Context: an optimization exercise on an open-source flow, tuned for small area, a short achievable clock period and few clock cycles per item. The choices shown serve that exercise and are no tape-out recipe.
Function was checked by simulation only, so behaviour that the tests miss may differ from the original.
Power and IR drop assume default switching activity.

===== config.mk =====
export PLATFORM = sky130hd
export DESIGN_NAME = cache_mem_arbiter
export DESIGN_NICKNAME = cache_mem_arbiter
export VERILOG_FILES = /design/flow/design.v
export SDC_FILE = /design/flow/constraint.sdc
export NUM_CORES = 4
export LEC_CHECK = 0
export CAP_MARGIN = 20
export CORE_AREA = 5 5 295 295
export CTS_CLUSTER_DIAMETER = 80
export CTS_CLUSTER_SIZE = 24
export DIE_AREA = 0 0 300 300
export PLACE_DENSITY = 0.7
export SETUP_SLACK_MARGIN = 5
export SLEW_MARGIN = 20
export TNS_END_PERCENT = 0

===== constraint.sdc =====
create_clock -name core_clock -period 6.0 [get_ports {clk}]
set_input_delay 1.2000 -clock core_clock [delete_from_list [all_inputs] [get_ports {clk}]]
set_output_delay 1.2000 -clock core_clock [all_outputs]
set_load 0.01 [all_outputs]

===== design.v =====
`default_nettype none
package cache_pkg;
  localparam int LINE_ADDR_LEN_DEF = 3;
  localparam int WORD_BYTES        = 4;
  typedef logic [1:0] state_t;
  localparam state_t IDLE  = 2'd0;
  localparam state_t BURST = 2'd1;
  localparam state_t DONE  = 2'd2;
  typedef logic [0:0] req_id_t;
  localparam req_id_t REQ_I = 1'b0;
  localparam req_id_t REQ_D = 1'b1;
endpackage
`default_nettype wire
`default_nettype none
module rr_arbiter2 (
  input  logic [1:0] req,
  input  cache_pkg::req_id_t last_grant,
  output logic       grant_valid,
  output cache_pkg::req_id_t grant_id
);
  always_comb begin
    grant_valid = |req;
    grant_id    = cache_pkg::REQ_I;
    if (req[cache_pkg::REQ_D] && req[cache_pkg::REQ_I]) begin
      grant_id = ~last_grant;
    end else if (req[cache_pkg::REQ_D]) begin
      grant_id = cache_pkg::REQ_D;
    end
  end
endmodule
`default_nettype wire
`default_nettype none
module cache_mem_arbiter #(
  parameter int LINE_ADDR_LEN = cache_pkg::LINE_ADDR_LEN_DEF,
  parameter int ADDR_W        = 32
) (
  input  logic                           clk,
  input  logic                           rst_n,
  input  logic                           i_req,
  input  logic                           i_we,
  input  logic [ADDR_W-1:0]              i_addr,
  input  logic [32*(1<<LINE_ADDR_LEN)-1:0] i_wline,
  output logic [32*(1<<LINE_ADDR_LEN)-1:0] i_rline,
  output logic                           i_done,
  input  logic                           d_req,
  input  logic                           d_we,
  input  logic [ADDR_W-1:0]              d_addr,
  input  logic [32*(1<<LINE_ADDR_LEN)-1:0] d_wline,
  output logic [32*(1<<LINE_ADDR_LEN)-1:0] d_rline,
  output logic                           d_done,
  output logic                           mem_req,
  output logic                           mem_we,
  output logic [ADDR_W-1:0]              mem_addr,
  output logic [31:0]                    mem_wdata,
  input  logic [31:0]                    mem_rdata,
  input  logic                           mem_ready,
  output logic [31:0]                    i_served_cnt,
  output logic [31:0]                    d_served_cnt
);
  localparam int                       LINE_WORDS = 1 << LINE_ADDR_LEN;
  localparam int                       WORD_SH    = $clog2(cache_pkg::WORD_BYTES);
  localparam int                       OFF_BITS   = LINE_ADDR_LEN + WORD_SH;
  localparam logic [LINE_ADDR_LEN-1:0] LAST_BEAT  = {LINE_ADDR_LEN{1'b1}};
  logic                      r_act;           
  logic                      r_idle;          
  cache_pkg::req_id_t        r_owner;         
  logic                      r_we;            
  logic                      r_rd;            
  logic [LINE_ADDR_LEN-1:0]  r_beat;          
  logic [LINE_WORDS-1:0]     r_slot;          
  logic [ADDR_W-1:OFF_BITS]  r_line;          
  logic [31:0]               r_wdata;         
  logic [LINE_WORDS-1:0]     r_i_sel, r_d_sel;    
  logic                      r_nxt_valid;
  cache_pkg::req_id_t        r_nxt_id;
  logic                      r_i_busy, r_d_busy;    
  logic                      r_i_fin, r_d_fin;      
  logic                      r_i_done, r_d_done;
  logic [32*LINE_WORDS-1:0]  r_i_rline, r_d_rline;
  logic [31:0]               r_i_served_cnt, r_d_served_cnt;
  logic [32*(LINE_WORDS-1)-1:0] r_buf;
  logic [31:0]               r_word;
  logic                      w_at_last, w_last, w_free, w_gnt;
  logic                      w_gnt_valid;
  cache_pkg::req_id_t        w_gnt_id, w_owner_n;
  logic                      w_i_pend, w_d_pend;
  logic [31:0]               w_word, w_next_word;
  logic [LINE_WORDS-1:0]     w_i_sel, w_d_sel, w_slot_n;
  logic                      w_idle_n;
  assign w_at_last = ~r_idle & r_slot[LINE_WORDS-1];
  assign w_last    = w_at_last & mem_ready;
  assign w_free    = r_idle | w_last;
  assign w_gnt     = w_free & r_nxt_valid;
  assign w_owner_n = w_gnt ? r_nxt_id : r_owner;
  assign w_i_pend = i_req & ~r_i_busy & ~(w_gnt & (r_nxt_id == cache_pkg::REQ_I));
  assign w_d_pend = d_req & ~r_d_busy & ~(w_gnt & (r_nxt_id == cache_pkg::REQ_D));
  rr_arbiter2 u_rr (
    .req         ({w_d_pend, w_i_pend}),
    .last_grant  (w_owner_n),
    .grant_valid (w_gnt_valid),
    .grant_id    (w_gnt_id)
  );
  assign w_word = r_rd ? mem_rdata : r_wdata;
  assign w_idle_n = ~w_gnt & (r_idle | w_last);
  assign w_slot_n = w_gnt ? {{(LINE_WORDS-1){1'b0}}, 1'b1} :
                    ((~r_idle & mem_ready) ? {r_slot[LINE_WORDS-2:0], r_slot[LINE_WORDS-1]} : r_slot);
  always_comb begin
    for (int w = 0; w < LINE_WORDS; w++) begin
      if (w == 0) begin
        w_i_sel[w] = (w_idle_n | w_slot_n[LINE_WORDS-1]) & (w_gnt_id == cache_pkg::REQ_I);
        w_d_sel[w] = (w_idle_n | w_slot_n[LINE_WORDS-1]) & (w_gnt_id == cache_pkg::REQ_D);
      end else begin
        w_i_sel[w] = ~w_idle_n & w_slot_n[w-1] & (w_owner_n == cache_pkg::REQ_I);
        w_d_sel[w] = ~w_idle_n & w_slot_n[w-1] & (w_owner_n == cache_pkg::REQ_D);
      end
    end
    w_next_word = '0;
    for (int w = 0; w < LINE_WORDS; w++)
      w_next_word = w_next_word | ({32{r_i_sel[w]}} & i_wline[32*w +: 32])
                                | ({32{r_d_sel[w]}} & d_wline[32*w +: 32]);
  end
  always_ff @(posedge clk or negedge rst_n) begin
    if (!rst_n) begin
      r_act          <= 1'b0;
      r_idle         <= 1'b1;
      r_owner        <= cache_pkg::REQ_I;
      r_beat         <= '0;
      r_slot         <= '0;
      r_i_sel        <= '0;
      r_d_sel        <= '0;
      r_wdata        <= '0;
      r_nxt_valid    <= 1'b0;
      r_nxt_id       <= cache_pkg::REQ_I;
      r_i_busy       <= 1'b0;
      r_d_busy       <= 1'b0;
      r_i_fin        <= 1'b0;
      r_d_fin        <= 1'b0;
      r_i_done       <= 1'b0;
      r_d_done       <= 1'b0;
      r_i_rline      <= '0;
      r_d_rline      <= '0;
      r_i_served_cnt <= '0;
      r_d_served_cnt <= '0;
    end else begin
      r_act       <= w_gnt | (~r_idle & ~w_last);
      r_idle      <= w_idle_n;
      r_owner     <= w_owner_n;
      r_slot      <= w_slot_n;
      r_i_sel     <= w_i_sel;
      r_d_sel     <= w_d_sel;
      if (w_gnt)                      r_beat <= '0;
      else if (~r_idle & mem_ready)   r_beat <= r_beat + 1'b1;
      if (r_idle | mem_ready)
        r_wdata <= w_next_word;
      r_nxt_valid <= w_gnt_valid;
      r_nxt_id    <= w_gnt_id;
      r_i_busy    <= (r_i_busy & ~r_i_done) | (w_gnt & (r_nxt_id == cache_pkg::REQ_I));
      r_d_busy    <= (r_d_busy & ~r_d_done) | (w_gnt & (r_nxt_id == cache_pkg::REQ_D));
      r_i_fin     <= w_last & (r_owner == cache_pkg::REQ_I);
      r_d_fin     <= w_last & (r_owner == cache_pkg::REQ_D);
      r_i_done    <= r_i_fin;
      r_d_done    <= r_d_fin;
      if (r_i_fin) r_i_rline <= {r_word, r_buf};
      if (r_d_fin) r_d_rline <= {r_word, r_buf};
      r_i_served_cnt <= r_i_served_cnt + {31'd0, r_i_done};
      r_d_served_cnt <= r_d_served_cnt + {31'd0, r_d_done};
    end
  end
  always_ff @(posedge clk) begin
    r_we   <= (w_owner_n == cache_pkg::REQ_D) ? d_we : i_we;
    r_rd   <= (w_owner_n == cache_pkg::REQ_D) ? ~d_we : ~i_we;
    r_line <= (w_owner_n == cache_pkg::REQ_D) ? d_addr[ADDR_W-1:OFF_BITS] : i_addr[ADDR_W-1:OFF_BITS];
    r_word <= w_word;
    for (int w = 0; w < LINE_WORDS - 1; w++)
      if (mem_ready && r_slot[w]) r_buf[32*w +: 32] <= w_word;
  end
  assign mem_req      = r_act;
  assign mem_we       = r_we;
  assign mem_addr     = {r_line, r_beat, {WORD_SH{1'b0}}};
  assign mem_wdata    = r_wdata;
  assign i_done       = r_i_done;
  assign d_done       = r_d_done;
  assign i_rline      = r_i_rline;
  assign d_rline      = r_d_rline;
  assign i_served_cnt = r_i_served_cnt;
  assign d_served_cnt = r_d_served_cnt;
endmodule
`default_nettype wire

===== flow/run.sh =====
#!/bin/bash
# The standard layout (standard.sh) with three changes to how the ports are
# laid out; nothing else in the flow changes:
#  - the port buffers that buffer_ports inserts are sky130_fd_sc_hd__buf_1 cells
#    (the resizer still sizes them afterwards) instead of the delay cell it picks;
#  - pins may sit on neighbouring routing tracks, so that they fit on a smaller die;
#  - the clock pin is placed at the middle of the left edge (flow/io_pre.tcl) and
#    the other pins keep clear of it.
# All tool output goes to standard_make.log and ORFS's own logs under orfs/logs.
set -euo pipefail
export BUFFER_PORTS_ARGS="-buffer_cell sky130_fd_sc_hd__buf_1"
export PRE_IO_PLACEMENT_TCL="$PWD/flow/io_pre.tcl"
# The clock pin sits at the middle of the left edge; keep other pins 6 um away.
half=$(awk '/^export DIE_AREA/ {print ($NF - $(NF-2)) / 2}' config.mk)
export PLACE_PINS_ARGS="-min_distance 1 -min_distance_in_tracks -exclude left:$(awk -v h="$half" 'BEGIN{print h-6 "-" h+6}')"
bash standard.sh finish > standard_make.log 2>&1

===== flow/io_pre.tcl =====
# Runs before place_pins (ORFS PRE_IO_PLACEMENT hook). Puts the clock pin at the
# middle of the left die edge on met3, on a met3 track; run.sh keeps the other
# pins a few um away from it, since the clock net is routed with wider spacing.
set block [ord::get_db_block]
set dbu [$block getDbUnitsPerMicron]
set die [$block getDieArea]
set mid [expr {([$die yMin] + [$die yMax]) / 2.0 / $dbu}]
set y [expr {0.34 + 0.68 * round(($mid - 0.34) / 0.68)}]
place_pin -pin_name clk -layer met3 -location [list 0.4 $y] -pin_size {0.8 0.3}

===== standard.sh =====
#!/bin/bash
# synth_recipe.tcl (not shown) runs the flow's synth.tcl, then flattens the netlist and writes it again
# the make line also repeats each setting of config.mk as NAME=value (left out here)
make -C /OpenROAD-flow-scripts/flow DESIGN_CONFIG=/design/flow/config.mk WORK_HOME=/design/flow/orfs CLKGATE_MAP_FILE= SYNTH_SCRIPT=/design/flow/synth_recipe.tcl "${@:-finish}"

==> results by group, run 1 <==
Synth
  • Post-synth EDFFs: approximately 220
  • Post-synth top area share: around 45%
  • Avg Inst Size Synth: 15.8 sq um
  • Mapped Area: 35700 sq um
  • Synth Flop Type: dfrtp_1
  • Synth top area cells: dfrtp_1 (45%), edfxtp_1 (19%), mux2_2 (18%), dfxtp_1 (3.4%), a221oi_1 (2.4%)
  • Cell taking the most area after synthesis: dfrtp_1
  • Distinct cells, synth: 53
  • Async SR Flop Fraction: approximately 69%
  • Seq cells post-synth: between 900 and 1000
  • Syn. warnings: 2
  • Synth Instances: around 2300
  • Sequential area share after synthesis: 67.5%

Floorplanning
  • Core area: between 80000 and 90000 sq um
  • FP Rows: about 110
  • Boundary pin count: 1258
  • Die Ht: ~300 um
  • DIE AREA: 90000 sq um
  • Die W: approximately 300 um
  • Initial Util: between 40 and 50%

Clocking
  • Clock-pin slew on the worst setup and hold paths: approximately 0.1 ns
  • Sink Count: between 900 and 1000
  • CTS tree: yes
  • CTS H-tree lvls: 2
  • Clock Latency Late Sink: between 0.6 and 0.7 ns
  • CTS Root Cell: clkbuf_16
  • Max clock buf depth: 3
  • Clock buffer count from CTS: 50

GRT
  • Tot GR Track Use: between 30% and 40%
  • First-pass GRT wire length: 209000 um
  • Initial antenna violation count: 111
  • Congestion Overflow GR: 0
  • Largest net degree at the start of global routing: ~140
  • Vias in the first global route: 27236

Timing
  • Final Critical Period: 2.60 ns
  • Rel. slew slack: about a quarter
  • Final setup violation count: 0
  • Final Hold Fails: 0
  • Slew Viols, Final: 0
  • Final Cycle Share: 43.4%
  • Setup_tns: 0 ns
  • RSZ-0062 raised after global routing: true
  • Worst-Margin Slew: between 1 and 1.5 ns
  • Hold WS: ~0.48 ns
  • F_max: roughly 380 MHz
  • Clk_skew: between 0.02 and 0.03 ns

Final layout
  • Most frequent cells in the layout: buf_1 (1206), dfrtp_1 (605), mux2_2 (559)
  • Fin util: a little over half
  • Synth-to-layout area growth: 22.0%
  • Ratio of cells with drive above 1 in the final layout: between 20% and 30%
  • Filler cells: 7382
  • Commonest non-fill, non-tap cell in the layout: buf_1
  • Sequential cell area: between 20000 and 25000 sq um
  • Multi-input logic area: ~11000 sq um
  • Post-layout instance area: between 40000 and 50000 sq um
  • Net count, final: slightly above 4000

Critical path
  • Crit path max fanout: 20
  • Worst path max stage delay: between 0.7 and 0.8 ns
  • Worst path arrival time: 3.05 ns
  • WP data required: 6.45 ns
  • Startpoint Class: register
  • CP cell instances: buf_4 > a22o_1 > a221oi_1 > and3_1 > a41oi_1
  • Critical path origin: r_i_sel[2]$_DFF_PN0_
  • Worst reg2reg path depth: 5
  • Crit path capture: r_wdata[31]$_DFFE_PN0P_
  • RR Startpoint: r_i_sel[2]$_DFF_PN0_
  • Crit Path Category: register to register
  • Reg2Reg Setup Slack: between 3 and 4 ns
  • R2R Path End: r_wdata[31]$_DFFE_PN0P_
  • Critical Path Sink Type: register
  • Critical path's slowest cell: a221oi_1

Route
  • DR iter-0 viols: between 2000 and 3000
  • Wire length per cell: 32.9 um
  • Routed Antenna Nets: 0
  • Residual DRC: 0
  • Vias: between 20000 and 30000
  • Final WL: roughly 150000 um
  • Drt pass-1 iters: 9
  • Vias/cell: roughly 6

Placement
  • Dpl hpwl: approximately 120000 um
  • Final GP Congestion: 1.09
  • Placed cell area: slightly above 40000 sq um
  • PortBufs: 1246

Power and ir drop
  • Power Total: around 11 mW
  • IR drop worst, VDD: around 0.22 mV
  • P_leak: ~18 nW
  • Power Dens Cells: 255 nW/um^2

Flow run
  • Max-cap violations: 0

Worst hold path
  • Hold/Removal Path Class: register to register

Run status
  • Status: complete, no violations
## synthesized netlist by cell type (all sizes together) (3+ instances only)
master	n
dfrtp	645
mux2	572
edfxtp	224
a221oi	96
a22o	96
buf	78
a22oi	64
dfxtp	61
nor2	60
clkbuf	51
and3	44
nand2	40
xnor2	36
a41oi	32
xor2	26
nand4	22
nand3	19
a21oi	17
and2	10
and4	10
inv	9
nor2b	9
nor4	9
nor3	8
ha	5
o21ai	4
nand2b	3
or2	3
## report_power, final
part	internal, mW	switching, mW
sequential	6.55	0.0557
combinational	0.166	0.360
clock	1.81	2.18
total	8.52	2.59
## worst min-delay path by stage
stage	start	to	cells past startpoint	slack [ns]
after detailed placement	r_word[30]$_DFF_P_	r_d_rline[254]$_DFFE_PN0P_	1	0.47
after global routing	r_i_served_cnt[31]$_DFF_PN0_	r_i_served_cnt[31]$_DFF_PN0_	1	0.50
after CTS	r_word[17]$_DFF_P_	r_i_rline[241]$_DFFE_PN0P_	1	0.47
after global placement	r_d_served_cnt[31]$_DFF_PN0_	r_d_served_cnt[31]$_DFF_PN0_	1	0.46
final	r_word[17]$_DFF_P_	r_i_rline[241]$_DFFE_PN0P_	1	0.48
after floorplan	r_d_fin$_DFF_PN0_	r_d_done$_DFF_PN0_	0	0.41
## cell families after synthesis
family,after synthesis,synth area share (%)
flops,931,67.5
mux,573,18.1
compound gates,312,7.25
simple gates,240,3.67
buf+inv,138,1.78
xor+xnor,62,1.52
fa+ha+maj,5,0.175
other cells,1,0.0105
## state kept, by name, summed over array words and instances, names as in the netlist, 3 cells and up
signal,flops
r_word,32
r_d_rline,256
r_d_sel,8
r_i_served_cnt,32
r_wdata,32
r_i_rline,256
r_i_sel,8
r_line,27
r_slot,8
r_d_served_cnt,32
r_beat,3
r_buf,224
## metal layers
| metal | routed length (um) | global-route usage (%) | vias up |
|---|---|---|---|
| met4 | 17000 | 29.2 | 58 |
| met3 | 17500 | 13.5 | 653 |
| met5 | 482 | 1.14 | - |
| met2 | 66900 | 47.8 | 1832 |
| li1 | - | - | 11024 |
| met1 | 52100 | 36.2 | 13817 |
## area by class of cell
type                       instances  share of cell area, %
antenna                           84                  0.482
tap                             1080                   3.10
timing repair buffer            1284                   11.8
inverter                           9                 0.0775
sequential                       931                   55.4
clock buffer                      82                   3.48
clock inverter                    12                  0.356
multi-input combinational       1194                   25.3
## stage by stage
step           worst slack (ns)  cells
2_1_floorplan              3.78   2263
3_3_place_gp               2.79   4494
3_5_place_dp               2.74   4494
4_1_cts                    3.47   4591
5_1_grt                    3.47   4656
6_report                   3.40   4676
## worst max-delay path, delay by kind of cell (launching register included)
family / cells / cell delay, ns
and+or+nand+nor: 1 / 0.29
AOI/OAI and AO/OA: 3 / 1.11
DFF: 1 / 0.63
buffers and inverters: 1 / 0.36
## what timing repair did
action | 4_1_cts | 5_1_grt
endpoints found under the hold margin | 0 | 0
gates cloned | 0 | 0
gates resized for setup | 38 | 40
endpoints found under the setup margin | 2441 | 2441
hold buffers | 0 | 0
pin swaps | 0 | 0
buffers inserted | 3 | 1
Testbench counts, summed over its fixed seeds: cycles 5,894, lines 640.
==> run 2, diff against run 1 <==
--- a/config.mk
+++ b/config.mk
@@ -5,12 +5,12 @@
 export SDC_FILE = /design/flow/constraint.sdc
 export NUM_CORES = 4
 export LEC_CHECK = 0
+export ABC_CLOCK_PERIOD_IN_PS = 2500
 export CAP_MARGIN = 20
 export CORE_AREA = 5 5 295 295
 export CTS_CLUSTER_DIAMETER = 80
 export CTS_CLUSTER_SIZE = 24
 export DIE_AREA = 0 0 300 300
-export PLACE_DENSITY = 0.7
 export SETUP_SLACK_MARGIN = 5
 export SLEW_MARGIN = 20
 export TNS_END_PERCENT = 0
==> results by group, run 2 <==
Clocking
  • Clock-pin slew on the worst setup and hold paths: roughly 0.10 ns
  • Clock Latency Late Sink: between 0.6 and 0.7 ns
  • CTS H-tree lvls: 2
  • Post-CTS Hold Buffers: 0
  • CTS Root Cell: clkbuf_16
  • Clock buffer count from CTS: between 40 and 50
  • Sink Count: just over 900
  • Max clock buf depth: 3
  • CTS tree: yes

Timing
  • Rel. slew slack: between 20 and 30%
  • Final Hold Fails: 0
  • Final Cycle Share: a little over two fifths
  • Slew Viols, Final: 0
  • Final setup violation count: 0
  • Setup_tns: 0 ns
  • F_max: about 390 MHz
  • Clk_skew: ~0.055 ns
  • Final Critical Period: between 2 and 3 ns
  • RSZ-0062 raised after global routing: true
  • Worst-Margin Slew: 1.07 ns

Worst hold path
  • Hold Path Origin: r_d_served_cnt[31]$_DFF_PN0_
  • Hold endpoint: r_d_served_cnt[31]$_DFF_PN0_
  • Hold/Removal Path Class: register to register
  • Worst hold stages: 1

Route
  • Wire length per cell: approximately 33 um
  • Routed Antenna Nets: 0
  • Residual DRC: 0
  • DR iter-0 viols: 2415
  • Vias/cell: ~5.8
  • Final WL: about 160000 um
  • Vias: ~27000
  • Drt pass-1 iters: 9

Final layout
  • Sequential cell area: around 24000 sq um
  • Most frequent cells in the layout: buf_1 (1167), dfrtp_1 (594), mux2_2 (559)
  • Filler cells: roughly 7500
  • Multi-input logic area: 11000 sq um
  • Synth-to-layout area growth: 22.6%
  • Top Registers: r_d_rline (256), r_i_rline (256), r_buf (224)
  • Ratio of cells with drive above 1 in the final layout: approximately a quarter
  • Commonest non-fill, non-tap cell in the layout: buf_1
  • Fin util: roughly 52%
  • Fin cells: roughly 4700
  • Net count, final: 4105

Synth
  • Synth Instances: 2262
  • Most frequent cell after synthesis: dfrtp_1
  • Async SR Flop Fraction: 69.4%
  • Syn. warnings: 2
  • Avg Inst Size Synth: between 15 and 20 sq um
  • Mapped Area: approximately 36000 sq um
  • Seq cells post-synth: between 900 and 1000
  • Post-synth top area share: 45.2%
  • Synth Flop Type: dfrtp_1
  • Sequential area share after synthesis: a little under 70%
  • Cell taking the most area after synthesis: dfrtp_1
  • Synth top area cells: dfrtp_1 (45%), edfxtp_1 (19%), mux2_2 (18%), dfxtp_1 (3.4%), a221oi_1 (2.4%)
  • Most frequent cells after synthesis: dfrtp_1 (645), mux2_2 (565), edfxtp_1 (224)
  • Post-synth EDFFs: ~220
  • Distinct cells, synth: between 50 and 60

Placement
  • PortBufs: ~1200
  • Final GP Congestion: roughly 1.1
  • Placed cell count: between 4000 and 5000
  • Dpl hpwl: around 120000 um

Floorplanning
  • DIE AREA: 90000 sq um
  • Die Ht: 300 um
  • Boundary pin count: between 1000 and 1500
  • Core area: 83600 sq um
  • Initial Util: a little over two fifths
  • Die W: 300 um
  • FP Rows: around 110

GRT
  • Vias in the first global route: ~27000
  • Congestion Overflow GR: 0
  • Initial antenna violation count: between 100 and 150
  • Largest net degree at the start of global routing: roughly 150
  • First-pass GRT wire length: approximately 210000 um
  • Tot GR Track Use: between 30 and 40%

Run status
  • Status: complete, no violations

Critical path
  • Critical Path Sink Type: output port
  • Critical path origin: r_line[20]$_DFF_P_
  • Worst reg2reg path depth: 4
  • Reg2Reg Setup Slack: between 3 and 4 ns
  • Worst path max stage delay: 0.39 ns
  • Crit path max fanout: 1
  • Startpoint Class: register
  • Crit Path Category: register to output port
  • CP cell instances: buf_1
  • Worst path arrival time: around 1.3 ns
  • Delay-heaviest family, CP: buffers and inverters
  • RR Startpoint: r_i_sel[6]$_DFF_PN0_
  • WP data required: about 4.8 ns
  • Buf/Inv on CP: 1
  • R2R Path End: r_wdata[31]$_DFFE_PN0P_
  • Critical path's slowest cell: buf_1

Power and ir drop
  • IR drop worst, VDD: slightly above 0.2 mV
  • P_leak: roughly 19 nW
  • Power Dens Cells: between 200 and 300 nW/um^2

Flow run
  • Max-cap violations: 0
## run 2: cell families after synthesis
family	after synthesis	synth area share [%]
adders and majority gates	5	0.175
AOI/OAI and AO/OA	312	7.25
muxes	573	18.1
DFF	931	67.5
other	1	0.0105
buffers and inverters	138	1.78
xor gates and xnor gates	62	1.52
and+or+nand+nor	240	3.67
## run 2: final cells by class
class,count,share of cell area [%]
Antenna cell,103,0.589
Clock buffer,75,3.21
Clock inverter,16,0.417
Inverter,9,0.0772
Multi-Input combinational cell,1194,25.2
Sequential cell,931,55.2
Tap cell,1080,3.09
Timing Repair Buffer,1300,12.2
## run 2: worst register-to-register path, cell delays in order (launching register included)
cell and delay [ns]:
dfrtp_1 0.75, buf_4 0.41, a221oi_1 0.71, and3_1 0.28, a41oi_1 0.11
## run 2: power breakdown
group / switching (mW) / internal (mW) / total (mW)
clock network: 2.16 / 1.72 / 3.88
logic: 0.365 / 0.172 / 0.536
registers: 0.0583 / 6.55 / 6.60
total: 2.58 / 8.44 / 11.0
## run 2: worst max path at each step
| stage | end | cells after the start |
|---|---|---|
| floorplan | r_line[14]$_DFF_P_ | 5 |
| global placement | r_line[27]$_DFF_P_ | 6 |
| detailed placement | r_line[5]$_DFF_P_ | 7 |
| CTS | mem_wdata[14] | 1 |
| global route | i_served_cnt[10] | 1 |
| finish | mem_addr[20] | 1 |
## run 2: routing by layer
| metal | vias up | GRT usage [%] | routed length [um] |
|---|---|---|---|
| met1 | 13687 | 36.9 | 53600 |
| met2 | 1711 | 49.8 | 68800 |
| met4 | 26 | 31.2 | 18500 |
| met5 | - | 1.41 | 235 |
| li1 | 11081 | - | - |
| met3 | 619 | 11.8 | 15600 |
## run 2: stage by stage
| stage | power (mW) | hold WS [ns] | setup WS [ns] | instance area [sq um] |
|---|---|---|---|---|
| floorplan | 6.82 | 0.406 | 3.78 | 35800 |
| global placement | 7.23 | 0.457 | 2.72 | 41500 |
| detailed placement | 7.24 | 0.457 | 2.96 | 41600 |
| CTS | 11.1 | 0.478 | 3.48 | 43400 |
| global route | 11.4 | 0.507 | 3.48 | 43700 |
| finish | 11.0 | 0.481 | 3.46 | 43800 |
## run 2: timing repair
action / 4_1_cts / 5_1_grt
endpoints found under the setup margin: 2440 / 2441
gates resized for setup: 96 / 46
setup buffers: 14 / 8
==> run 3, diff against run 2 <==
--- a/config.mk
+++ b/config.mk
@@ -7,10 +7,11 @@
 export LEC_CHECK = 0
 export ABC_CLOCK_PERIOD_IN_PS = 2500
 export CAP_MARGIN = 20
-export CORE_AREA = 5 5 295 295
+export CORE_AREA = 5 5 260 260
 export CTS_CLUSTER_DIAMETER = 80
 export CTS_CLUSTER_SIZE = 24
-export DIE_AREA = 0 0 300 300
+export DIE_AREA = 0 0 265 265
+export PLACE_DENSITY = 0.72
 export SETUP_SLACK_MARGIN = 5
 export SLEW_MARGIN = 20
 export TNS_END_PERCENT = 0
==> results by group, run 3 <==
GRT
  • Tot GR Track Use: about half
  • First-pass GRT wire length: around 250000 um
  • Initial antenna violation count: between 150 and 200
  • Largest net degree at the start of global routing: a little under 200
  • Vias in the first global route: 30299
  • Congestion Overflow GR: 0

Placement
  • Placed cell count: ~4300
  • DP Worst Slack: between 2 and 3 ns
  • Dpl hpwl: ~140000 um
  • Final GP Congestion: 1.20
  • Placed cell area: 41200 sq um
  • PortBufs: 1246

Route
  • Routed Antenna Nets: 0
  • Wire length per cell: roughly 42 um
  • DR iter-0 viols: about 4800
  • Vias: between 30000 and 40000
  • Residual DRC: 0
  • Final WL: 191000 um
  • Vias/cell: just under 7
  • Drt pass-1 iters: 6

Critical path
  • CP cell instances: buf_1
  • Startpoint Class: register
  • Worst path arrival time: about 1.4 ns
  • Buf/Inv on CP: 1
  • Delay-heaviest family, CP: flip-flops
  • Critical path's slowest cell: dfrtp_1
  • Critical path origin: r_i_rline[198]$_DFFE_PN0P_
  • Worst path max stage delay: ~0.44 ns
  • Reg2Reg Setup Slack: ~3.5 ns
  • Crit Path Category: register to output port
  • Critical Path Sink Type: output port
  • RR Startpoint: r_i_fin$_DFF_PN0_
  • WP data required: 4.80 ns
  • Crit path max fanout: 2

Floorplanning
  • Initial Util: a little under three fifths
  • Core area: between 60000 and 70000 sq um
  • DIE AREA: 70200 sq um
  • Die Ht: roughly 270 um
  • FP Rows: 93
  • Die W: roughly 270 um
  • Boundary pin count: 1258

Timing
  • Final setup violation count: 0
  • Clk_skew: 0.0587 ns
  • Worst setup margin: between 3 and 4 ns
  • Worst-Margin Slew: around 1.3 ns
  • Rel. slew slack: around an eighth
  • Slew Viols, Final: 0
  • Final Cycle Share: around 43%
  • Final Critical Period: between 2 and 3 ns
  • F_max: ~390 MHz
  • Setup_tns: 0 ns
  • RSZ-0062 raised after global routing: true
  • Final Hold Fails: 0

Clocking
  • CTS tree: yes
  • Sink Count: between 900 and 1000
  • Clock Latency Late Sink: between 0.6 and 0.7 ns
  • Clock-pin slew on the worst setup and hold paths: 0.10 ns
  • Post-CTS Hold Buffers: 0
  • CTS H-tree lvls: 2
  • Max clock buf depth: 3
  • CTS Root Cell: clkbuf_16
  • Clock buffer count from CTS: 50

Power and ir drop
  • IR drop worst, VDD: approximately 0.24 mV
  • P_leak: a little under 20 nW
  • Power Dens Cells: ~250 nW/um^2
  • Power Total: 11.1 mW

Final layout
  • Most frequent cells in the layout: buf_1 (1021), dfrtp_1 (617), mux2_2 (559)
  • Post-layout instance area: roughly 44000 sq um
  • Ratio of cells with drive above 1 in the final layout: approximately 27%
  • Top Registers: r_d_rline (256), r_i_rline (256), r_buf (224)
  • Synth-to-layout area growth: 22.7%
  • Commonest non-fill, non-tap cell in the layout: buf_1
  • Fin cells: ~4500
  • Net count, final: about 4100

Synth
  • Post-synth EDFFs: roughly 220
  • Cell taking the most area after synthesis: dfrtp_1
  • Async SR Flop Fraction: just under 70%
  • Syn. warnings: 2
  • Avg Inst Size Synth: 15.8 sq um
  • Sequential area share after synthesis: slightly below 70%
  • Post-synth top area share: approximately 45%
  • Most frequent cell after synthesis: dfrtp_1
  • Mapped Area: ~36000 sq um
  • Most frequent cells after synthesis: dfrtp_1 (645), mux2_2 (565), edfxtp_1 (224)
  • Distinct cells, synth: 53
  • Synth Instances: ~2300
  • Seq cells post-synth: approximately 930
  • Synth top area cells: dfrtp_1 (45%), edfxtp_1 (19%), mux2_2 (18%), dfxtp_1 (3.4%), a221oi_1 (2.4%)
  • Synth Flop Type: dfrtp_1

Run status
  • Status: complete, no violations

Worst hold path
  • Hold/Removal Path Class: register to register
  • Hold Path Origin: r_buf[28]$_DFFE_PP_

Flow run
  • Max-cap violations: 0
==> run 3: cell types whose count changed in the layout (fill, tap and decap cells not counted), moves of 9 or more <==
cell	before	now
diode_2	103	131
clkbuf_2	20	29
buf_4	46	69
dfrtp_1	594	617
clkbuf_1	21	31
buf_2	50	152
buf_1	1167	1021
dfrtp_2	49	26
clkbuf_4	3	14
==> run 3: worst paths after layout <==
check	endpoint	depth (start not counted)
hold / removal	r_i_rline[28]$_DFFE_PN0P_	1
setup reg to reg	r_i_rline[115]$_DFFE_PN0P_	2
setup / recovery	i_rline[198]	1
hold reg to reg	r_i_rline[28]$_DFFE_PN0P_	1
max in group asynchronous	r_i_rline[23]$_DFFE_PN0P_	2
min in group asynchronous	r_i_rline[227]$_DFFE_PN0P_	1
==> run 3: where the power goes <==
group	switching (mW)	internal, mW
Clock	2.29	1.67
Combinational	0.390	0.174
Sequential	0.0577	6.55
Total	2.74	8.39
==> run 3: layer usage <==
layer	up-vias	track usage (%)	part of all wire (%)
met3	1087	28.4	16
met1	15037	56.8	31
met4	58	38.6	11
met5	-	13.1	0.51
met2	3089	74.4	42
li1	11098	-	-
==> run 3: cells by family after synthesis <==
kind of cell    synth area share [%]
flops                           67.5
mux                             18.1
compound gates                  7.25
simple gates                    3.67
buf+inv                         1.78
xor+xnor                        1.52
fa+ha+maj                      0.175
other cells                   0.0105
==> run 3: stage by stage <==
stage / utilization [%] / hold WS (ns)
after detailed placement: 63.9 / 0.468
after global routing: 67.9 / 0.500
after CTS: 67.2 / 0.492
final: 68.0 / 0.494
after floorplan: - / 0.406
after global placement: 63.9 / 0.460
==> run 3: what timing repair did <==
action,CTS,global route
setup buffers,12,11
resized for setup,245,61
endpoints found under the setup margin,2442,2442
==> run 3: final cells by class <==
| type | count | area (sq um) |
|---|---|---|
| repair buffers | 1298 | 5580 |
| well taps | 855 | 1070 |
| clock inverters | 13 | 249 |
| multi-input cells | 1194 | 11000 |
| clock buffers | 81 | 1370 |
| inverters | 9 | 33.8 |
| fillers | 4286 | 20600 |
| diodes | 131 | 328 |
| flip-flops and latches | 931 | 24200 |
==> run 4, diff against run 3 <==
--- a/config.mk
+++ b/config.mk
@@ -7,11 +7,10 @@
 export LEC_CHECK = 0
 export ABC_CLOCK_PERIOD_IN_PS = 2500
 export CAP_MARGIN = 20
-export CORE_AREA = 5 5 260 260
-export CTS_CLUSTER_DIAMETER = 80
-export CTS_CLUSTER_SIZE = 24
-export DIE_AREA = 0 0 265 265
-export PLACE_DENSITY = 0.72
+export CORE_AREA = 5 5 295 295
+export CTS_CLUSTER_DIAMETER = 60
+export CTS_CLUSTER_SIZE = 20
+export DIE_AREA = 0 0 300 300
 export SETUP_SLACK_MARGIN = 5
 export SLEW_MARGIN = 20
 export TNS_END_PERCENT = 0
==> results by group, run 4 <==
Synth
  • Seq cells post-synth: around 930
  • Post-synthesis mux area share: around 18%
  • Compound-gate portion of the synthesized area: between 7 and 8%
  • Cell taking the most area after synthesis: dfrtp_1
  • Post-synth top area share: a little under half
  • Most frequent cell after synthesis: dfrtp_1
  • Avg Inst Size Synth: between 15 and 20 sq um
  • Distinct cells, synth: between 50 and 60
  • Sequential area share after synthesis: a little under 70%
  • Post-Synth Adder-Cell Area: 0.175%
  • Synth top area cells: dfrtp_1 (45%), edfxtp_1 (19%), mux2_2 (18%), dfxtp_1 (3.4%), a221oi_1 (2.4%)
  • Syn. warnings: 2
  • Post-synth EDFFs: 224
  • Post-Synth Simple-Gate Area: around 3.7%
  • Synth Flop Type: dfrtp_1
  • Most frequent cells after synthesis: dfrtp_1 (645), mux2_2 (565), edfxtp_1 (224)
  • Async SR Flop Fraction: between 60% and 70%
  • Xor-xnor portion of the synthesized cell area: around 1.5%
  • Mapped Area: approximately 36000 sq um
  • Largest family of logic cells by synthesized area: multiplexers
  • Synth Instances: 2262

Floorplanning
  • DIE AREA: roughly 90000 sq um
  • FP Rows: about 110
  • Die W: around 300 um
  • Core area: about 84000 sq um
  • Initial Util: roughly 43%
  • Boundary pin count: 1258
  • Die Ht: approximately 300 um

GRT
  • Vias in the first global route: around 28000
  • Initial antenna violation count: approximately 120
  • Largest net degree at the start of global routing: 154
  • Congestion Overflow GR: 0
  • Tot GR Track Use: around 33%
  • First-pass GRT wire length: between 200000 and 250000 um

Worst hold path
  • Hold/Removal Path Class: register to register

Critical path
  • Critical path's slowest cell: dfrtp_2
  • Critical Path Sink Type: output port
  • WP data required: 4.80 ns
  • CP cell instances: buf_1
  • Worst path max stage delay: 0.50 ns
  • Delay-heaviest family, CP: flip-flops
  • Buf/Inv on CP: 1
  • Startpoint Class: register
  • Worst path arrival time: 1.34 ns
  • Crit Path Category: register to output port
  • Crit path max fanout: 6

Clocking
  • Sink Count: around 930
  • CTS Root Cell: clkbuf_16
  • Clock-pin slew on the worst setup and hold paths: approximately 0.080 ns
  • Max clock buf depth: 3
  • CTS tree: yes
  • Clock Latency Late Sink: 0.66 ns
  • CTS H-tree lvls: 3
  • Post-CTS Hold Buffers: 0
  • Clock buffer count from CTS: 75

Final layout
  • Fin cells: roughly 4700
  • Net count, final: around 4000
  • Ratio of cells with drive above 1 in the final layout: a little under a quarter
  • Commonest non-fill, non-tap cell in the layout: buf_1
  • Top Registers: r_d_rline (256), r_i_rline (256), r_buf (224)
  • Synth-to-layout area growth: 25.0%
  • Post-layout instance area: approximately 45000 sq um
  • Filler cells: about 7400
  • Sequential cell area: between 20000 and 25000 sq um
  • Multi-input logic area: 11000 sq um
  • Most frequent cells in the layout: buf_1 (1206), dfrtp_1 (610), mux2_2 (559)

Placement
  • Dpl hpwl: roughly 120000 um
  • Placed cell count: roughly 4500
  • PortBufs: approximately 1200
  • Final GP Congestion: between 1 and 1.5
  • Placed cell area: approximately 42000 sq um

Timing
  • Final Critical Period: roughly 2.5 ns
  • Worst-Margin Slew: roughly 1.1 ns
  • F_max: approximately 390 MHz
  • Slew Viols, Final: 0
  • Final setup violation count: 0
  • Final Hold Fails: 0
  • RSZ-0062 raised after global routing: true
  • Clk_skew: approximately 0.045 ns
  • Rel. slew slack: between 20 and 30%
  • Final Cycle Share: 42.4%
  • Setup_tns: 0 ns

Run status
  • Status: complete, no violations

Route
  • Final WL: 156000 um
  • Routed Antenna Nets: 0
  • Drt pass-1 iters: 7
  • Wire length per cell: roughly 33 um
  • Vias/cell: around 5.8
  • Vias: between 20000 and 30000
  • DR iter-0 viols: between 2000 and 3000
  • Residual DRC: 0

Power and ir drop
  • Power Total: roughly 13 mW
  • IR drop worst, VDD: roughly 0.2 mV
  • Power Dens Cells: 281 nW/um^2
  • P_leak: roughly 19 nW

Flow run
  • Max-cap violations: 0
## run 4: cells by family (layout without fill, tap and decap cells)
logic type               count (synthesis)  count (layout)
flip-flops                             931             931
multiplexers                           573             573
AO/OA/AOI/OAI                          312             312
AND/OR/NAND/NOR                        240             240
buffers and inverters                  138            1431
XOR/XNOR                                62              62
adder cells (fa/ha/maj)                  5               5
other                                    1              99
## run 4: area by class of cell
type | count | area share (%)
antenna | 97 | 0.543
tap | 1080 | 3.03
clock buffer | 93 | 4.52
multi-input combinational | 1194 | 24.7
sequential | 931 | 54.1
clock inverter | 47 | 1.55
timing repair buffer | 1282 | 11.5
inverter | 9 | 0.0756
## run 4: metal layers
| layer | GRT usage (%) | routed length, um | vias up |
|---|---|---|---|
| met3 | 13.0 | 15700 | 659 |
| met4 | 32.4 | 18500 | 50 |
| met1 | 35.9 | 52900 | 13721 |
| met2 | 49.3 | 68800 | 1762 |
| met5 | 0.162 | 287 | - |
| li1 | - | - | 11119 |
## run 4: metrics by stage
stage | setup slack (ns) | hold slack [ns] | util [%]
3_5_place_dp | 2.96 | 0.457 | 49.7
2_1_floorplan | 3.78 | 0.406 | -
3_3_place_gp | 2.72 | 0.457 | 49.7
5_1_grt | 3.42 | 0.494 | 53.4
6_report | 3.46 | 0.477 | 53.5
4_1_cts | 3.44 | 0.476 | 53.1
## run 4: repair_timing
action	4_1_cts	5_1_grt
buffers inserted	1	3
gates resized for setup	59	23
setup endpoints to repair	2440	2440
## run 4: path summary, 6_finish.rpt
kind	startpoint	end	slack (ns)	depth (start not counted)
min in group asynchronous	rst_n	r_d_rline[181]$_DFFE_PN0P_	0.61	1
worst max-delay path	r_d_served_cnt[9]$_DFF_PN0_	d_served_cnt[9]	3.46	1
worst max register to register	r_i_sel[6]$_DFF_PN0_	r_wdata[31]$_DFFE_PN0P_	3.58	4
max in group asynchronous	rst_n	r_i_rline[247]$_DFFE_PN0P_	4.07	2
worst min-delay path	r_d_served_cnt[31]$_DFF_PN0_	r_d_served_cnt[31]$_DFF_PN0_	0.48	1
worst min register to register	r_d_served_cnt[31]$_DFF_PN0_	r_d_served_cnt[31]$_DFF_PN0_	0.48	1
## run 4: power by group
part | internal, mW | switching [mW] | total, mW
logic | 0.165 | 0.360 | 0.525
clock network | 2.76 | 2.64 | 5.41
registers | 6.55 | 0.0581 | 6.60
total | 9.48 | 3.06 | 12.5
## run 4: worst reg2reg max path, stage by stage, from the launching register on
cell	delay, ns
dfrtp_1	0.75
buf_4	0.42
a221oi_1	0.71
and3_1	0.28
a41oi_1	0.11
==> run 5, diff against run 4 <==
--- a/design.v
+++ b/design.v
@@ -75,6 +75,7 @@
   cache_pkg::req_id_t        r_nxt_id;
   logic                      r_i_busy, r_d_busy;    
   logic                      r_i_fin, r_d_fin;      
+  logic                      r_i_keep, r_d_keep;    
   logic                      r_i_done, r_d_done;
   logic [32*LINE_WORDS-1:0]  r_i_rline, r_d_rline;
   logic [31:0]               r_i_served_cnt, r_d_served_cnt;
@@ -135,6 +136,8 @@
       r_d_busy       <= 1'b0;
       r_i_fin        <= 1'b0;
       r_d_fin        <= 1'b0;
+      r_i_keep       <= 1'b1;
+      r_d_keep       <= 1'b1;
       r_i_done       <= 1'b0;
       r_d_done       <= 1'b0;
       r_i_rline      <= '0;
@@ -158,10 +161,14 @@
       r_d_busy    <= (r_d_busy & ~r_d_done) | (w_gnt & (r_nxt_id == cache_pkg::REQ_D));
       r_i_fin     <= w_last & (r_owner == cache_pkg::REQ_I);
       r_d_fin     <= w_last & (r_owner == cache_pkg::REQ_D);
+      r_i_keep    <= ~(w_last & (r_owner == cache_pkg::REQ_I));
+      r_d_keep    <= ~(w_last & (r_owner == cache_pkg::REQ_D));
       r_i_done    <= r_i_fin;
       r_d_done    <= r_d_fin;
-      if (r_i_fin) r_i_rline <= {r_word, r_buf};
-      if (r_d_fin) r_d_rline <= {r_word, r_buf};
+      r_i_rline   <= ({(32*LINE_WORDS){r_i_fin}}  & {r_word, r_buf}) |
+                     ({(32*LINE_WORDS){r_i_keep}} & r_i_rline);
+      r_d_rline   <= ({(32*LINE_WORDS){r_d_fin}}  & {r_word, r_buf}) |
+                     ({(32*LINE_WORDS){r_d_keep}} & r_d_rline);
       r_i_served_cnt <= r_i_served_cnt + {31'd0, r_i_done};
       r_d_served_cnt <= r_d_served_cnt + {31'd0, r_d_done};
     end
==> config.mk (replaced) <==
export PLATFORM = sky130hd
export DESIGN_NAME = cache_mem_arbiter
export DESIGN_NICKNAME = cache_mem_arbiter
export VERILOG_FILES = /design/flow/design.v
export SDC_FILE = /design/flow/constraint.sdc
export NUM_CORES = 4
export LEC_CHECK = 0
export CAP_MARGIN = 20
export CORE_AREA = 5 5 315 315
export CTS_CLUSTER_DIAMETER = 80
export CTS_CLUSTER_SIZE = 24
export DIE_AREA = 0 0 320 320
export SETUP_SLACK_MARGIN = 5
export SLEW_MARGIN = 20
export TNS_END_PERCENT = 0
==> results by group, run 5 <==
Worst hold path
  • Hold endpoint: r_d_served_cnt[31]$_DFF_PN0_
  • Worst hold stages: 1
  • Hold/Removal Path Class: register to register
  • Hold Path Origin: r_d_served_cnt[31]$_DFF_PN0_

Placement
  • Placed cell area: roughly 40000 sq um
  • Placed cell count: 4690
  • PortBufs: 1246
  • DP Worst Slack: just over 3 ns
  • Dpl hpwl: about 120000 um
  • Final GP Congestion: 1.04

Power and ir drop
  • Power Dens Cells: roughly 420 nW/um^2
  • IR drop worst, VDD: about 0.22 mV
  • Power Total: 18.2 mW
  • P_leak: around 18 nW

Critical path
  • Critical Path Sink Type: output port
  • Delay-heaviest family, CP: flip-flops
  • Worst path max stage delay: about 0.36 ns
  • CP cell instances: buf_1
  • Worst path arrival time: between 1 and 1.5 ns
  • R2R Path End: r_i_rline[83]$_DFF_PN0_
  • Reg2Reg Setup Slack: around 3.6 ns
  • Crit path max fanout: 2
  • Crit Path Category: register to output port
  • Critical path's slowest cell: dfrtp_1
  • Worst reg2reg path depth: 2
  • Startpoint Class: register
  • RR Startpoint: r_i_keep$_DFF_PN1_
  • Buf/Inv on CP: 1
  • WP data required: ~4.8 ns

Clocking
  • Clock buffer count from CTS: a little over 50
  • Sink Count: between 900 and 1000
  • CTS Root Cell: clkbuf_16
  • Clock Latency Late Sink: approximately 0.65 ns
  • Max clock buf depth: 3
  • Post-CTS Hold Buffers: 0
  • CTS H-tree lvls: 2
  • CTS tree: yes
  • Clock-pin slew on the worst setup and hold paths: approximately 0.090 ns

Route
  • DR iter-0 viols: 2977
  • Final WL: 170000 um
  • Vias/cell: between 5 and 6
  • Residual DRC: 0
  • Routed Antenna Nets: 0
  • Drt pass-1 iters: 5
  • Vias: 28378
  • Wire length per cell: around 35 um

Synth
  • Synth Instances: 2327
  • Most frequent cell after synthesis: dfrtp_1
  • Most frequent cells after synthesis: dfrtp_1 (645), a22o_1 (608), edfxtp_1 (224)
  • Async SR Flop Fraction: between 60% and 70%
  • Sequential area share after synthesis: between 60% and 70%
  • Synth Flop Type: dfrtp_1
  • Mapped Area: ~35000 sq um
  • Post-synth top area share: between 40% and 50%
  • Avg Inst Size Synth: 14.9 sq um
  • Syn. warnings: 2
  • Synth top area cells: dfrtp_1 (47%), edfxtp_1 (19%), a22o_1 (15%), dfxtp_1 (3.5%), a221oi_1 (2.4%)
  • Seq cells post-synth: a little over 900
  • Distinct cells, synth: 49
  • Cell taking the most area after synthesis: dfrtp_1
  • Post-synth EDFFs: between 200 and 250

Final layout
  • Commonest non-fill, non-tap cell in the layout: buf_1
  • Ratio of cells with drive above 1 in the final layout: around 11%
  • Top Registers: r_d_rline (256), r_i_rline (256), r_buf (224)
  • Post-layout instance area: 43000 sq um
  • Synth-to-layout area growth: 23.9%
  • Net count, final: 4123
  • Fin util: about 45%
  • Fin cells: a little under 5000
  • Most frequent cells in the layout: buf_1 (1104), a22o_1 (608), dfrtp_1 (598)

Flow run
  • Max-cap violations: 0

Floorplanning
  • Initial Util: between 30% and 40%
  • DIE AREA: just over 100000 sq um
  • Boundary pin count: between 1000 and 1500
  • Die Ht: about 320 um
  • Core area: ~95000 sq um
  • Die W: 320 um
  • FP Rows: between 100 and 150

Timing
  • F_max: about 400 MHz
  • RSZ-0062 raised after global routing: true
  • Worst-Margin Slew: ~1.1 ns
  • Worst setup margin: ~3.5 ns
  • Final Critical Period: 2.51 ns
  • Final Hold Fails: 0
  • Slew Viols, Final: 0
  • Setup_tns: 0 ns
  • Hold WS: 0.474 ns
  • Final setup violation count: 0
  • Clk_skew: between 0.05 and 0.06 ns
  • Final Cycle Share: between 40% and 50%
  • Rel. slew slack: roughly 26%

GRT
  • Vias in the first global route: about 28000
  • Tot GR Track Use: 31.5%
  • Largest net degree at the start of global routing: 177
  • Initial antenna violation count: approximately 110
  • First-pass GRT wire length: around 230000 um
  • Congestion Overflow GR: 0

Run status
  • Status: complete, no violations
-- run 5: cell types whose count changed after synthesis, sizes merged, moves of 8 or more --
cell	change
nand2	-12
nand3	+9
mux2	-512
clkbuf	+98
a22o	+512
mux2i	+8
buf	-44
-- run 5: cells by family after synthesis --
group,after synthesis,synth area share (%)
flip-flops,933,69.6
other,1,0.0108
adder cells (fa/ha/maj),5,0.180
AO/OA/AOI/OAI,826,20.4
XOR/XNOR,60,1.51
multiplexers,69,2.21
AND/OR/NAND/NOR,239,3.83
buffers and inverters,194,2.22
-- run 5: worst register-to-register path, stage by stage, from the launching register on --
cell and delay, ns:
dfstp_4 1.20, buf_12 0.64, a22o_1 0.44
-- run 5: how the worst max path moves through the flow --
stage,startpoint,to,slack [ns],cells after the start
after floorplan,mem_ready,r_line[14]$_DFF_P_,3.83,5
final,r_i_rline[209]$_DFF_PN0_,i_rline[209],3.49,1
after CTS,r_wdata[0]$_DFFE_PN0P_,mem_wdata[0],3.46,1
after global placement,mem_ready,r_i_sel[0]$_DFF_PN0_,3.03,5
after global routing,r_i_served_cnt[21]$_DFF_PN0_,i_served_cnt[21],3.47,1
after detailed placement,mem_ready,r_i_sel[0]$_DFF_PN0_,3.02,5
-- run 5: power by group --
part	leakage (nW)	switching (mW)	internal (mW)
combinational	6.15	3.35	1.81
clock	0.799	2.24	1.76
sequential	11.1	1.08	7.99
total	18.0	6.68	11.6
-- run 5: final cells by class --
type | count | area [sq um]
fillers | 8948 | 52200
flip-flops and latches | 933 | 24200
multi-input cells | 1201 | 9840
repair buffers | 1305 | 5400
well taps | 1265 | 1580
clock buffers | 79 | 1410
clock inverters | 16 | 270
diodes | 82 | 205
inverters | 11 | 41.3
-- run 5: what timing repair did --
item,4_1_cts,5_1_grt
gates cloned,0,0
setup buffers,11,14
endpoints found under the hold margin,0,0
gates resized for setup,99,90
endpoints found under the setup margin,2415,2433
-- run 5: layer usage --
metal | GRT usage [%] | wire, um
met1 | 35.0 | 57800
met2 | 48.6 | 77200
met3 | 10.3 | 16100
met4 | 27.9 | 18600
met5 | 0.0463 | 202
Testbench counts of run 5, summed over its fixed seeds: cycles 5,894, lines 640.
==> run 6, diff against run 5 <==
--- a/config.mk
+++ b/config.mk
@@ -5,11 +5,13 @@
 export SDC_FILE = /design/flow/constraint.sdc
 export NUM_CORES = 4
 export LEC_CHECK = 0
+export ABC_CLOCK_PERIOD_IN_PS = 2500
 export CAP_MARGIN = 20
-export CORE_AREA = 5 5 315 315
+export CORE_AREA = 5 5 295 295
+export CTS_BUF_LIST = sky130_fd_sc_hd__clkbuf_8 sky130_fd_sc_hd__clkbuf_16
 export CTS_CLUSTER_DIAMETER = 80
 export CTS_CLUSTER_SIZE = 24
-export DIE_AREA = 0 0 320 320
+export DIE_AREA = 0 0 300 300
 export SETUP_SLACK_MARGIN = 5
 export SLEW_MARGIN = 20
 export TNS_END_PERCENT = 0
==> results by group, run 6 <==
Route
  • Final WL: ~170000 um
  • Residual DRC: 0
  • Vias: a little under 30000
  • Wire length per cell: 36.8 um
  • Routed Antenna Nets: 0
  • Vias/cell: 6.16
  • Drt pass-1 iters: 6
  • DR iter-0 viols: 3610

Final layout
  • Post-layout instance area: about 43000 sq um
  • Fin util: 51.5%
  • Multi-input logic area: 9840 sq um
  • Sequential cell area: roughly 24000 sq um
  • Synth-to-layout area growth: 24.0%
  • Commonest non-fill, non-tap cell in the layout: buf_1
  • Net count, final: 4146
  • Filler cells: roughly 7500
  • Ratio of cells with drive above 1 in the final layout: roughly 14%
  • Most frequent cells in the layout: buf_1 (1031), a22o_1 (608), dfrtp_1 (603)
  • Top Registers: r_d_rline (256), r_i_rline (256), r_buf (224)
  • Fin cells: ~4800

GRT
  • Congestion Overflow GR: 0
  • Largest net degree at the start of global routing: about 190
  • Vias in the first global route: between 20000 and 30000
  • Tot GR Track Use: about 37%
  • First-pass GRT wire length: between 200000 and 250000 um
  • Initial antenna violation count: ~130

Placement
  • Dpl hpwl: roughly 130000 um
  • Final GP Congestion: between 1 and 1.5
  • DP Worst Slack: a little over 3 ns
  • PortBufs: 1246
  • Placed cell area: between 40000 and 50000 sq um
  • Placed cell count: about 4500

Critical path
  • R2R Path End: r_wdata[18]$_DFFE_PN0P_
  • Critical Path Sink Type: output port
  • Critical path's slowest cell: dfrtp_1
  • Buf/Inv on CP: 1
  • WP data required: approximately 4.8 ns
  • Delay-heaviest family, CP: flip-flops
  • Worst path max stage delay: 0.44 ns
  • Crit path max fanout: 3
  • Crit path capture: mem_wdata[21]
  • RR Startpoint: r_i_sel[7]$_DFF_PN0_
  • Critical path origin: r_wdata[21]$_DFFE_PN0P_
  • Startpoint Class: register
  • Worst path arrival time: around 1.3 ns
  • Reg2Reg Setup Slack: ~3.6 ns
  • Worst reg2reg path depth: 5
  • CP cell instances: buf_1
  • Crit path depth: 1
  • Crit Path Category: register to output port

Floorplanning
  • DIE AREA: around 90000 sq um
  • Die Ht: roughly 300 um
  • FP Rows: around 110
  • Initial Util: between 40% and 50%
  • Boundary pin count: approximately 1300
  • Core area: around 84000 sq um
  • Die W: ~300 um

Synth
  • Sequential area share after synthesis: 69.6%
  • Seq cells post-synth: approximately 930
  • Post-synth top area share: roughly 47%
  • Async SR Flop Fraction: between 60% and 70%
  • Synth Flop Type: dfrtp_1
  • Cell taking the most area after synthesis: dfrtp_1
  • Synth top area cells: dfrtp_1 (47%), edfxtp_1 (19%), a22o_1 (15%), dfxtp_1 (3.5%), a221oi_1 (2.4%)
  • Mapped Area: roughly 35000 sq um
  • Post-synth EDFFs: around 220
  • Most frequent cell after synthesis: dfrtp_1
  • Avg Inst Size Synth: about 15 sq um
  • Syn. warnings: 2
  • Distinct cells, synth: 49
  • Most frequent cells after synthesis: dfrtp_1 (645), a22o_1 (608), edfxtp_1 (224)
  • Synth Instances: approximately 2300

Clocking
  • Max clock buf depth: 3
  • Sink Count: 933
  • CTS Root Cell: clkbuf_16
  • Clock Latency Late Sink: between 0.6 and 0.7 ns
  • CTS tree: yes
  • Clock-pin slew on the worst setup and hold paths: roughly 0.090 ns
  • Post-CTS Hold Buffers: 0
  • CTS H-tree lvls: 2
  • Clock buffer count from CTS: roughly 50

Power and ir drop
  • IR drop worst, VDD: roughly 0.23 mV
  • Power Total: about 18 mW
  • Power Dens Cells: about 420 nW/um^2
  • P_leak: about 18 nW

Timing
  • Final setup violation count: 0
  • Final Critical Period: between 2 and 2.5 ns
  • RSZ-0062 raised after global routing: true
  • Setup_tns: 0 ns
  • F_max: between 400 and 500 MHz
  • Rel. slew slack: approximately 22%
  • Slew Viols, Final: 0
  • Final Cycle Share: just over 40%
  • Worst setup margin: ~3.5 ns
  • Final Hold Fails: 0
  • Worst-Margin Slew: roughly 1.2 ns
  • Hold WS: ~0.48 ns
  • Clk_skew: between 0.03 and 0.04 ns

Flow run
  • Max-cap violations: 0

Run status
  • Status: complete, no violations

Worst hold path
  • Hold/Removal Path Class: register to register
==> run 6: cell types whose count changed in the layout (fill, tap and decap cells not counted), sizes merged, moves of 3 or more <==
| cell | change |
|---|---|
| diode | +26 |
| inv | +22 |
| buf | -18 |
| clkbuf | +16 |
| clkinv | -3 |
==> run 6: routing by layer <==
layer / track usage, % / wire length (um) / share of wire (%)
met5: 1.08 / 211 / 0.12
met4: 25.8 / 16200 / 9.3
met3: 15.8 / 20000 / 11
met2: 55.4 / 77100 / 44
met1: 43.6 / 61100 / 35
==> run 6: layout make-up <==
cell class                      instances  share of cell area (%)
Antenna cell                          108                   0.628
Clock buffer                           52                    2.97
Clock inverter                         35                   0.604
Inverter                               11                  0.0959
Multi-Input combinational cell       1201                    22.9
Sequential cell                       933                    56.3
Tap cell                             1080                    3.14
Timing Repair Buffer                 1330                    13.4
==> run 6: report_power, final <==
group	internal [mW]	switching (mW)
logic	1.89	3.55
clock network	1.60	2.14
registers	8.00	1.06
==> run 6: repair_timing <==
item                                    4_1_cts  5_1_grt
pin swaps                                     0        0
hold endpoints to repair                      0        0
resized for setup                           149      143
endpoints found under the setup margin     2445     2447
setup buffers                                18       30
==> run 6: logic make-up after synthesis <==
group,share of synthesized area (%)
flops,69.6
compound gates,20.4
simple gates,3.83
buf+inv,2.22
mux,2.21
xor+xnor,1.51
fa+ha+maj,0.180
other cells,0.0108
==> run 6: how the worst min path moves through the flow <==
stage	from	to	slack (ns)	depth (start not counted)
4_1_cts	r_i_served_cnt[31]$_DFF_PN0_	r_i_served_cnt[31]$_DFF_PN0_	0.48	1
3_5_place_dp	r_i_served_cnt[31]$_DFF_PN0_	r_i_served_cnt[31]$_DFF_PN0_	0.47	1
6_report	r_i_served_cnt[31]$_DFF_PN0_	r_i_served_cnt[31]$_DFF_PN0_	0.48	1
2_1_floorplan	r_d_fin$_DFF_PN0_	r_d_done$_DFF_PN0_	0.41	0
3_3_place_gp	r_d_served_cnt[31]$_DFF_PN0_	r_d_served_cnt[31]$_DFF_PN0_	0.46	1
5_1_grt	r_word[27]$_DFF_P_	r_i_rline[251]$_DFF_PN0_	0.50	1
==> run 7, diff against run 6 <==
--- a/config.mk
+++ b/config.mk
@@ -8,7 +8,6 @@
 export ABC_CLOCK_PERIOD_IN_PS = 2500
 export CAP_MARGIN = 20
 export CORE_AREA = 5 5 295 295
-export CTS_BUF_LIST = sky130_fd_sc_hd__clkbuf_8 sky130_fd_sc_hd__clkbuf_16
 export CTS_CLUSTER_DIAMETER = 80
 export CTS_CLUSTER_SIZE = 24
 export DIE_AREA = 0 0 300 300
==> results by group, run 7 <==
Critical path
  • Buf/Inv on CP: 1
  • Critical Path Sink Type: output port
  • Delay-heaviest family, CP: flip-flops
  • R2R Path End: r_wdata[18]$_DFFE_PN0P_
  • Worst path arrival time: 1.28 ns
  • CP cell instances: buf_1
  • Crit path depth: 1
  • Worst path max stage delay: around 0.45 ns
  • RR Startpoint: r_i_sel[7]$_DFF_PN0_
  • Reg2Reg Setup Slack: roughly 3.6 ns
  • Crit Path Category: register to output port
  • WP data required: 4.80 ns
  • Crit path capture: mem_wdata[23]
  • Critical path's slowest cell: dfrtp_1
  • Startpoint Class: register
  • Worst reg2reg path depth: 5
  • Critical path origin: r_wdata[23]$_DFFE_PN0P_
  • Crit path max fanout: 3

Flow run
  • Max-cap violations: 0

Placement
  • PortBufs: 1246
  • DP Worst Slack: ~3 ns
  • Final GP Congestion: between 1 and 1.5
  • Dpl hpwl: 126000 um

Floorplanning
  • Boundary pin count: approximately 1300
  • Initial Util: between 40% and 50%
  • Core area: between 80000 and 90000 sq um
  • FP Rows: ~110
  • DIE AREA: around 90000 sq um
  • Die Ht: about 300 um
  • Die W: approximately 300 um

Synth
  • Synth Flop Type: dfrtp_1
  • Seq cells post-synth: just over 900
  • Post-synth top area share: between 40% and 50%
  • Async SR Flop Fraction: 69.5%
  • Synth Instances: 2327
  • Most frequent cell after synthesis: dfrtp_1
  • Synth top area cells: dfrtp_1 (47%), edfxtp_1 (19%), a22o_1 (15%), dfxtp_1 (3.5%), a221oi_1 (2.4%)
  • Sequential area share after synthesis: a little over two thirds
  • Most frequent cells after synthesis: dfrtp_1 (645), a22o_1 (608), edfxtp_1 (224)
  • Distinct cells, synth: 49
  • Avg Inst Size Synth: ~15 sq um
  • Syn. warnings: 2
  • Mapped Area: approximately 35000 sq um
  • Cell taking the most area after synthesis: dfrtp_1
  • Post-synth EDFFs: around 220

Clocking
  • Clock Latency Late Sink: approximately 0.63 ns
  • Post-CTS Hold Buffers: 0
  • Max clock buf depth: 3
  • Clock-pin slew on the worst setup and hold paths: ~0.10 ns
  • CTS H-tree lvls: 2
  • CTS Root Cell: clkbuf_16
  • CTS tree: yes
  • Clock buffer count from CTS: 49
  • Sink Count: about 930

GRT
  • Vias in the first global route: about 28000
  • Initial antenna violation count: ~130
  • Largest net degree at the start of global routing: between 150 and 200
  • Tot GR Track Use: between 30% and 40%
  • First-pass GRT wire length: 236000 um
  • Congestion Overflow GR: 0

Route
  • Vias: ~29000
  • Final WL: 175000 um
  • Residual DRC: 0
  • Drt pass-1 iters: 6
  • Routed Antenna Nets: 0
  • Vias/cell: between 6 and 7
  • DR iter-0 viols: about 3700
  • Wire length per cell: roughly 37 um

Final layout
  • Most frequent cells in the layout: buf_1 (1031), a22o_1 (608), dfrtp_1 (603)
  • Commonest non-fill, non-tap cell in the layout: buf_1
  • Synth-to-layout area growth: 24.0%
  • Filler cells: 7500
  • Top Registers: r_d_rline (256), r_i_rline (256), r_buf (224)
  • Ratio of cells with drive above 1 in the final layout: between 10 and 15%
  • Net count, final: around 4100
  • Fin util: between 50 and 60%

Timing
  • Worst-Margin Slew: between 1 and 1.5 ns
  • F_max: 403 MHz
  • Setup_tns: 0 ns
  • Final Hold Fails: 0
  • Clk_skew: around 0.032 ns
  • Worst setup margin: about 3.5 ns
  • Final Cycle Share: between 40% and 50%
  • Rel. slew slack: between 20% and 30%
  • Final Critical Period: around 2.5 ns
  • Final setup violation count: 0
  • RSZ-0062 raised after global routing: true
  • Slew Viols, Final: 0

Worst hold path
  • Worst hold stages: 1
  • Hold/Removal Path Class: register to register

Power and ir drop
  • Power Dens Cells: about 420 nW/um^2
  • IR drop worst, VDD: 0.228 mV
  • P_leak: about 18 nW

Run status
  • Status: complete, no violations
## run 7: cell counts after synthesis
No cell type changed its count.
## run 7: logic make-up after synthesis
| kind of cell | share of synthesized area (%) |
|---|---|
| compound gates | 20.4 |
| simple gates | 3.83 |
| buf+inv | 2.22 |
| mux | 2.21 |
| xor+xnor | 1.51 |
| flops | 69.6 |
| fa+ha+maj | 0.180 |
| other cells | 0.0108 |
## run 7: how the worst min path moves through the flow
stage	endpoint	start
3_5_place_dp	r_i_served_cnt[31]$_DFF_PN0_	r_i_served_cnt[31]$_DFF_PN0_
3_3_place_gp	r_d_served_cnt[31]$_DFF_PN0_	r_d_served_cnt[31]$_DFF_PN0_
4_1_cts	r_i_served_cnt[31]$_DFF_PN0_	r_i_served_cnt[31]$_DFF_PN0_
5_1_grt	r_i_rline[251]$_DFF_PN0_	r_word[27]$_DFF_P_
6_report	r_i_served_cnt[31]$_DFF_PN0_	r_i_served_cnt[31]$_DFF_PN0_
2_1_floorplan	r_d_done$_DFF_PN0_	r_d_fin$_DFF_PN0_
## run 7: power breakdown
part | internal, mW | switching (mW)
combinational | 1.89 | 3.55
sequential | 8.00 | 1.06
clock | 1.64 | 2.14
total | 11.5 | 6.75
## run 7: what timing repair did
item,in CTS,in global routing
resized for setup,149,143
setup endpoints to repair,2445,2447
setup buffers,18,30
pin swaps,0,0
## run 7: through the flow
step                      power, mW  area, sq um  instances  hold WS (ns)
after detailed placement       14.2        40500       4505         0.469
after floorplan                11.3        34800       2328         0.406
after global placement         14.2        40500       4505         0.456
final                          18.3        43000       4748         0.482
after global routing           18.9        43000       4719         0.504
after CTS                      18.1        42300       4610         0.484
## run 7: layer usage
| metal | up-vias | GRT usage [%] | wire, um |
|---|---|---|---|
| met4 | 34 | 25.8 | 15900 |
| met2 | 2071 | 55.4 | 77300 |
| li1 | 11690 | - | - |
| met5 | - | 1.08 | 222 |
| met3 | 622 | 15.8 | 20300 |
| met1 | 14818 | 43.6 | 61300 |
## run 7: layout make-up
cell class	instances	area, sq um	share of cell area, %
flip-flops and latches	933	24200	56.3
multi-input cells	1201	9840	22.9
repair buffers	1330	5770	13.4
clock buffers	73	1360	3.15
well taps	1080	1350	3.14
diodes	106	265	0.616
clock inverters	14	181	0.421
inverters	11	41.3	0.0959

==> what the ideal ports hide <==
The flow's constraints put no driver on any port. The routed layouts listed below were extracted and timed again, unchanged, in two steps.
Step 1 sets driving cells, clkbuf_16 on the clock port and buf_2 on the other inputs (assumed; they add their load-dependent delay and slew).
Step 2 adds t to the input delays and takes it off the output delays; t is the mean of the earliest and latest rising clock arrival at the registers after step 1. Input paths then give back, and output paths get back, about the clock's delay inside the block.
Three values: no drivers, after step 1, after step 2; two values: the first two.
| run | shift t [ns] | setup slack, ns | worst setup path after step 2 | clock arrival spread, ns |
|---|---|---|---|---|
| run 1 | 0.663 | 3.396 / 3.396 / 2.934 | input to register | 0.036 / 0.036 |
| run 2 | 0.666 | 3.458 / 3.408 / 2.813 | input to register | 0.060 / 0.059 |
| run 3 | 0.698 | 3.432 / 3.385 / 2.707 | input to register | 0.069 / 0.068 |
| run 4 | 0.688 | 3.455 / 3.406 / 2.834 | input to register | 0.054 / 0.054 |
| run 5 | 0.684 | 3.486 / 3.433 / 3.036 | input to register | 0.055 / 0.055 |
| run 6 | 0.663 | 3.510 / 3.461 / 2.933 | input to register | 0.037 / 0.038 |
| run 7 | 0.663 | 3.522 / 3.473 / 2.965 | input to register | 0.035 / 0.035 |
After both steps every run listed still meets setup and hold. The setup slack of run 3, which loses most, moves by -0.047 ns with the drivers and by -0.725 ns with both steps.
